Source: an optimization exercise on an open RTL-to-GDS flow (aim: small area, a short achievable clock period and few clock cycles). Production flows keep margins and buffers that such runs may drop. The RTL was checked by simulation tests, not by an equivalence proof against the original design.

job 101:
// symmetric_jacobi_poly_eval
module symmetric_jacobi_poly_eval
(
    input  logic               clk,
    input  logic               rst_n,
    input  logic               in_valid,
    output logic               in_stall,
    input  logic [2:0]         operation,
    input  logic [5:0]         degree,
    input  logic signed [31:0] x_value,
    output logic               out_valid,
    input  logic               out_stall,
    output logic signed [63:0] result_value,
    output logic               saturated,
    output logic               not_supported,
    input  logic               psel,
    input  logic               penable,
    input  logic               pwrite,
    input  logic [2:0]         paddr,
    input  logic [31:0]        pwdata,
    output logic [31:0]        prdata,
    output logic               pready
);
    localparam int R  = 8;           
    localparam int ND = 64 / R;      
    localparam int NX = 32 / R;      
    localparam logic [2:0] S_IDLE = 3'd0;
    localparam logic [2:0] S_WARM = 3'd1;
    localparam logic [2:0] S_PASS = 3'd2;
    localparam logic [2:0] S_MLST = 3'd3;    
    localparam logic [2:0] S_COMB = 3'd4;    
    localparam logic [2:0] S_FIN1 = 3'd5;    
    localparam logic [2:0] S_FIN  = 3'd6;    
    localparam logic [1:0] M_REC = 2'd0;    
    localparam logic [1:0] M_FIN = 2'd1;    
    localparam logic [1:0] M_X2  = 2'd2;    
  ...
==> flow/config.mk <==
export PLATFORM = sky130hd
export DESIGN_NAME = symmetric_jacobi_poly_eval
export DESIGN_NICKNAME = symmetric_jacobi_poly_eval
export VERILOG_FILES = /design/flow/design.v
export SDC_FILE = /design/flow/constraint.sdc
export NUM_CORES = 4
export LEC_CHECK = 0
export ABC_CLOCK_PERIOD_IN_PS = 15000
export CAP_MARGIN = 20
export CORE_MARGIN = 2
export CORE_UTILIZATION = 55
export PLACE_DENSITY = 0.75
export SETUP_SLACK_MARGIN = 5
export SLEW_MARGIN = 20
==> flow/constraint.sdc <==
create_clock -name core_clock -period 16.0 [get_ports {clk}]
set_input_delay 3.2000 -clock core_clock [delete_from_list [all_inputs] [get_ports {clk}]]
set_output_delay 3.2000 -clock core_clock [all_outputs]
set_load 0.01 [all_outputs]
standard.sh (not shown) runs the stock make flow with config.mk's settings and CLKGATE_MAP_FILE= SYNTH_SCRIPT=/design/flow/synth_recipe.tcl, a recipe that flattens the netlist after the stock synthesis.
==> flow/flow/run.sh <==
#!/bin/bash
set -euo pipefail
MARGIN_NS=7
sed -e "s/ SETUP_SLACK_MARGIN=[0-9.]*//" \
    -e "s/CLKGATE_MAP_FILE= /CLKGATE_MAP_FILE= SETUP_SLACK_MARGIN=${MARGIN_NS} /" \
    standard.sh > standard_margin.sh
grep -q "SETUP_SLACK_MARGIN=${MARGIN_NS}" standard_margin.sh
bash standard_margin.sh > flow_make.log 2>&1
Testbench counts of job 101, summed over its fixed seeds: cycles 74,330.
The inputs of job 103 differ from those of job 101 as listed below.
-- flow/flow/run.sh --
<<< job 101, line 3
MARGIN_NS=7
>>> job 103, line 3
MARGIN_NS=8
- Final critical-path setup slack down 0.017 ns in job 103 wrt job 101
- Measured against job 103, the clock-buffer cell count of job 101 comes out at 1.06 times the reference value.
- Total wire length after detailed routing, job 101 and job 103: smaller value in job 101
- Diff job 101 and job 103: total global routing track utilization lower in job 101
- From job 101 to job 103 the numbers moved as follows: worst hold slack after final layout now smaller, average wire per cell in the routed design up 3.6%.

* * *

Setup of v31:
Another version of the RTL of symmetric_jacobi_poly_eval (not shown whole).
Size: roughly 9,600 cells after synthesis, about 660 flip-flops, ~180 I/O pins, about 0.084 sq mm of cells after synthesis.
// symmetric_jacobi_poly_eval
module symmetric_jacobi_poly_eval
(
    input  logic               clk,
    input  logic               rst_n,
    input  logic               in_valid,
    output logic               in_stall,
    input  logic [2:0]         operation,
    input  logic [5:0]         degree,
    input  logic signed [31:0] x_value,
    output logic               out_valid,
    input  logic               out_stall,
    output logic signed [63:0] result_value,
    output logic               saturated,
    output logic               not_supported,
    input  logic               psel,
    input  logic               penable,
    input  logic               pwrite,
    input  logic [2:0]         paddr,
    input  logic [31:0]        pwdata,
    output logic [31:0]        prdata,
    output logic               pready
);
export LEC_CHECK = 0
export ABC_CLOCK_PERIOD_IN_PS = 15000
export CAP_MARGIN = 20
export CORE_MARGIN = 2
export CORE_UTILIZATION = 40
export SETUP_SLACK_MARGIN = 5
export SLEW_MARGIN = 20
create_clock -name core_clock -period 16.0 [get_ports {clk}]
==> flow/flow/run.sh <==
#!/bin/bash
set -euo pipefail
MARGIN_NS=8
sed -e "s/ SETUP_SLACK_MARGIN=[0-9.]*//" \
    -e "s/CLKGATE_MAP_FILE= /CLKGATE_MAP_FILE= SETUP_SLACK_MARGIN=${MARGIN_NS} /" \
    standard.sh > standard_margin.sh
grep -q "SETUP_SLACK_MARGIN=${MARGIN_NS}" standard_margin.sh
bash standard_margin.sh > flow_make.log 2>&1
v31 ran to completion and came out clean on the timing, design-rule and antenna checks.
Testbench counts of v31, summed over its fixed seeds: cycles 100,054.
Modified inputs, v48 compared to v31
-- flow/config.mk --
<<< v31, line 10
export CORE_MARGIN = 2
export CORE_UTILIZATION = 40
export SETUP_SLACK_MARGIN = 5
>>> v48, line 10
export CORE_MARGIN = 2
export CORE_UTILIZATION = 55
export PLACE_DENSITY = 0.75
export SETUP_SLACK_MARGIN = 5
### Flow results
v31 ended with every stage complete and zero timing, DRC or antenna violations. The final layout from v48, which completed every stage, passed the timing, design-rule and antenna checks at the end of the flow. Delta (v48 minus v31): total of cells resized after clock tree synthesis picked up an extra 10; hold slack neither gained nor lost much; total routing resource utilization after global routing picked up an extra 9.4 points. Between v48 and v31, it is v48 whose layout buffering overhead excluding clock cells is lower, by 0.80 points.
The inputs of v21 differ from those of v48 as listed below.
-- flow/config.mk --
<<< v48, line 11
export CORE_UTILIZATION = 55
export PLACE_DENSITY = 0.75
export SETUP_SLACK_MARGIN = 5
>>> v21, line 11
export CORE_UTILIZATION = 55
export SETUP_SLACK_MARGIN = 5
--- outcome ---
- Per the comparison of v21 with v48, multi-input combinational cell count now sits at about the same level; design area now sits at about the same level; all-layer global routing usage now sits higher; pin count of the biggest net entering global routing now sits higher.
- In the tables for v21 and v48, wire length after detailed routing reads higher with v48.
- Diff v48 -> v21 | setup slack | increase of 0.015 ns
- v21 reports a lower slew at the pin with the worst max-slew slack than v48 does.

* * *

symmetric_jacobi_poly_eval, a different RTL version from the one above (not shown whole).
For scale: roughly 9500 cells after synthesis, roughly 690 flip-flops, about 180 I/O pins.
## symmetric_jacobi_poly_eval
module symmetric_jacobi_poly_eval
(
    input  logic               clk,
    input  logic               rst_n,
    input  logic               in_valid,
    output logic               in_stall,
    input  logic [2:0]         operation,
    input  logic [5:0]         degree,
    input  logic signed [31:0] x_value,
    output logic               out_valid,
    input  logic               out_stall,
    output logic signed [63:0] result_value,
    output logic               saturated,
    output logic               not_supported,
    input  logic               psel,
    input  logic               penable,
    input  logic               pwrite,
    input  logic [2:0]         paddr,
    input  logic [31:0]        pwdata,
    output logic [31:0]        prdata,
    output logic               pready
);
Settings: LEC_CHECK=0, ABC_CLOCK_PERIOD_IN_PS=15000, CAP_MARGIN=20, CORE_MARGIN=2, CORE_UTILIZATION=40, SETUP_SLACK_MARGIN=5, SLEW_MARGIN=20; clock period 16.0 ns.
run.sh (not shown) runs the stock make flow with config.mk's settings and CLKGATE_MAP_FILE= SYNTH_SCRIPT=/design/flow/synth_recipe.tcl, a recipe that flattens the netlist after the stock synthesis.
Stock flow here: none of the scripts above is used.
The first run finished with timing, DRC and antenna clean.
Testbench counts at the start, summed over its fixed seeds: cycles 101,678.
Edit:
--- a/flow/config.mk
+++ b/flow/config.mk
@@ -7,2 +7,3 @@
 export LEC_CHECK = 0
+export ABC_AREA = 1
 export ABC_CLOCK_PERIOD_IN_PS = 15000
@@ -10,3 +11,3 @@
 export CORE_MARGIN = 2
-export CORE_UTILIZATION = 40
+export CORE_UTILIZATION = 55
 export SETUP_SLACK_MARGIN = 5
Outcome:
- maximum frequency rose by a few percent
- synthesized cell count rose by a quarter to a third
- routed wire length rose by about a fifth
- sequential share of layout area fell by 0.56 points
- via count rose by about a fifth
- worst setup slack gains 250 ps

* * *

symmetric_jacobi_poly_eval, a different RTL version from the one above (not shown whole).
For scale: roughly 11000 cells after synthesis, ~660 flip-flops, ~180 I/O pins.
clock: 16.0 ns
lec_check: 0
abc_clock_period_in_ps: 15000
cap_margin: 20
core_margin: 2
core_utilization: 55
place_density: 0.75
setup_slack_margin: 5
slew_margin: 20
standard.sh (not shown) runs the stock make flow with config.mk's settings and CLKGATE_MAP_FILE= SYNTH_SCRIPT=/design/flow/synth_recipe.tcl, a recipe that flattens the netlist after the stock synthesis.
==> flow/flow/run.sh <==
#!/bin/bash
set -euo pipefail
MARGIN_NS=7
sed -e "s/ SETUP_SLACK_MARGIN=[0-9.]*//" \
    -e "s/CLKGATE_MAP_FILE= /CLKGATE_MAP_FILE= SETUP_SLACK_MARGIN=${MARGIN_NS} /" \
    standard.sh > standard_margin.sh
grep -q "SETUP_SLACK_MARGIN=${MARGIN_NS}" standard_margin.sh
bash standard_margin.sh > flow_make.log 2>&1
Testbench counts at the start, summed over its fixed seeds: cycles 70,716.
Rerun with:
--- a/flow/flow/run.sh
+++ b/flow/flow/run.sh
@@ -2,3 +2,3 @@
 set -euo pipefail
-MARGIN_NS=7
+MARGIN_NS=8
 sed -e "s/ SETUP_SLACK_MARGIN=[0-9.]*//" \
Cell count climbs slightly.
Design area climbs by a few percent.
Global-route usage is about the same.
Routed wire length climbs slightly.
First-iteration DRC count climbs by roughly a tenth.
Hold slack degrades by 28 ps.
Flip-flop and latch count is unchanged.
Clock-buffer cell count climbs by 5.
Maximum frequency climbs slightly.

==> re-timing with driven ports <==
The flow's constraints put no driver on any port. The routed layouts listed below were extracted and timed again, unchanged, in two steps.
Step 1: set_driving_cell puts a clkbuf_16 on clk and a buf_2 on each other input, an assumption about the parent block.
Step 2 adds t to the input delays and takes it off the output delays; t is the mean of the earliest and latest rising clock arrival at the registers after step 1. Input paths then give back, and output paths get back, about the clock's delay inside the block.
Three values: no drivers, after step 1, after step 2; two values: the first two.
run | t, ns | slack for setup (ns) | hold slack, ns | worst setup path at the end | clock arrival spread, ns
job 101 | 0.810 | 7.016 / 7.016 / 6.715 | 0.463 / 0.463 / 0.463 | input to register | 0.052 / 0.053
job 103 | 0.796 | 6.998 / 6.998 / 6.998 | 0.460 / 0.460 / 0.460 | register to register | 0.054 / 0.054
v31 | 0.814 | 7.312 / 7.312 / 7.312 | 0.457 / 0.457 / 0.457 | register to register | 0.055 / 0.056
v48 | 0.791 | 7.146 / 7.146 / 7.146 | 0.455 / 0.455 / 0.455 | register to register | 0.041 / 0.040
v21 | 0.780 | 7.162 / 7.162 / 7.162 | 0.445 / 0.445 / 0.445 | register to register | 0.043 / 0.042
the first run of note 3 | 0.835 | 5.346 / 5.346 / 5.346 | 0.478 / 0.478 / 0.478 | register to register | 0.072 / 0.072
the second run of note 3 | 0.807 | 5.599 / 5.599 / 5.599 | 0.488 / 0.488 / 0.488 | register to register | 0.072 / 0.073
the first run of note 4 | 0.825 | 6.662 / 6.662 / 6.541 | 0.475 / 0.475 / 0.475 | input to register | 0.073 / 0.073
the second run of note 4 | 0.818 | 6.775 / 6.775 / 6.775 | 0.447 / 0.447 / 0.447 | register to register | 0.088 / 0.088
After both steps setup and hold are still met in every run listed. The setup slack of job 101, which loses most, moves by 0.000 ns with the drivers and by -0.301 ns with both steps.
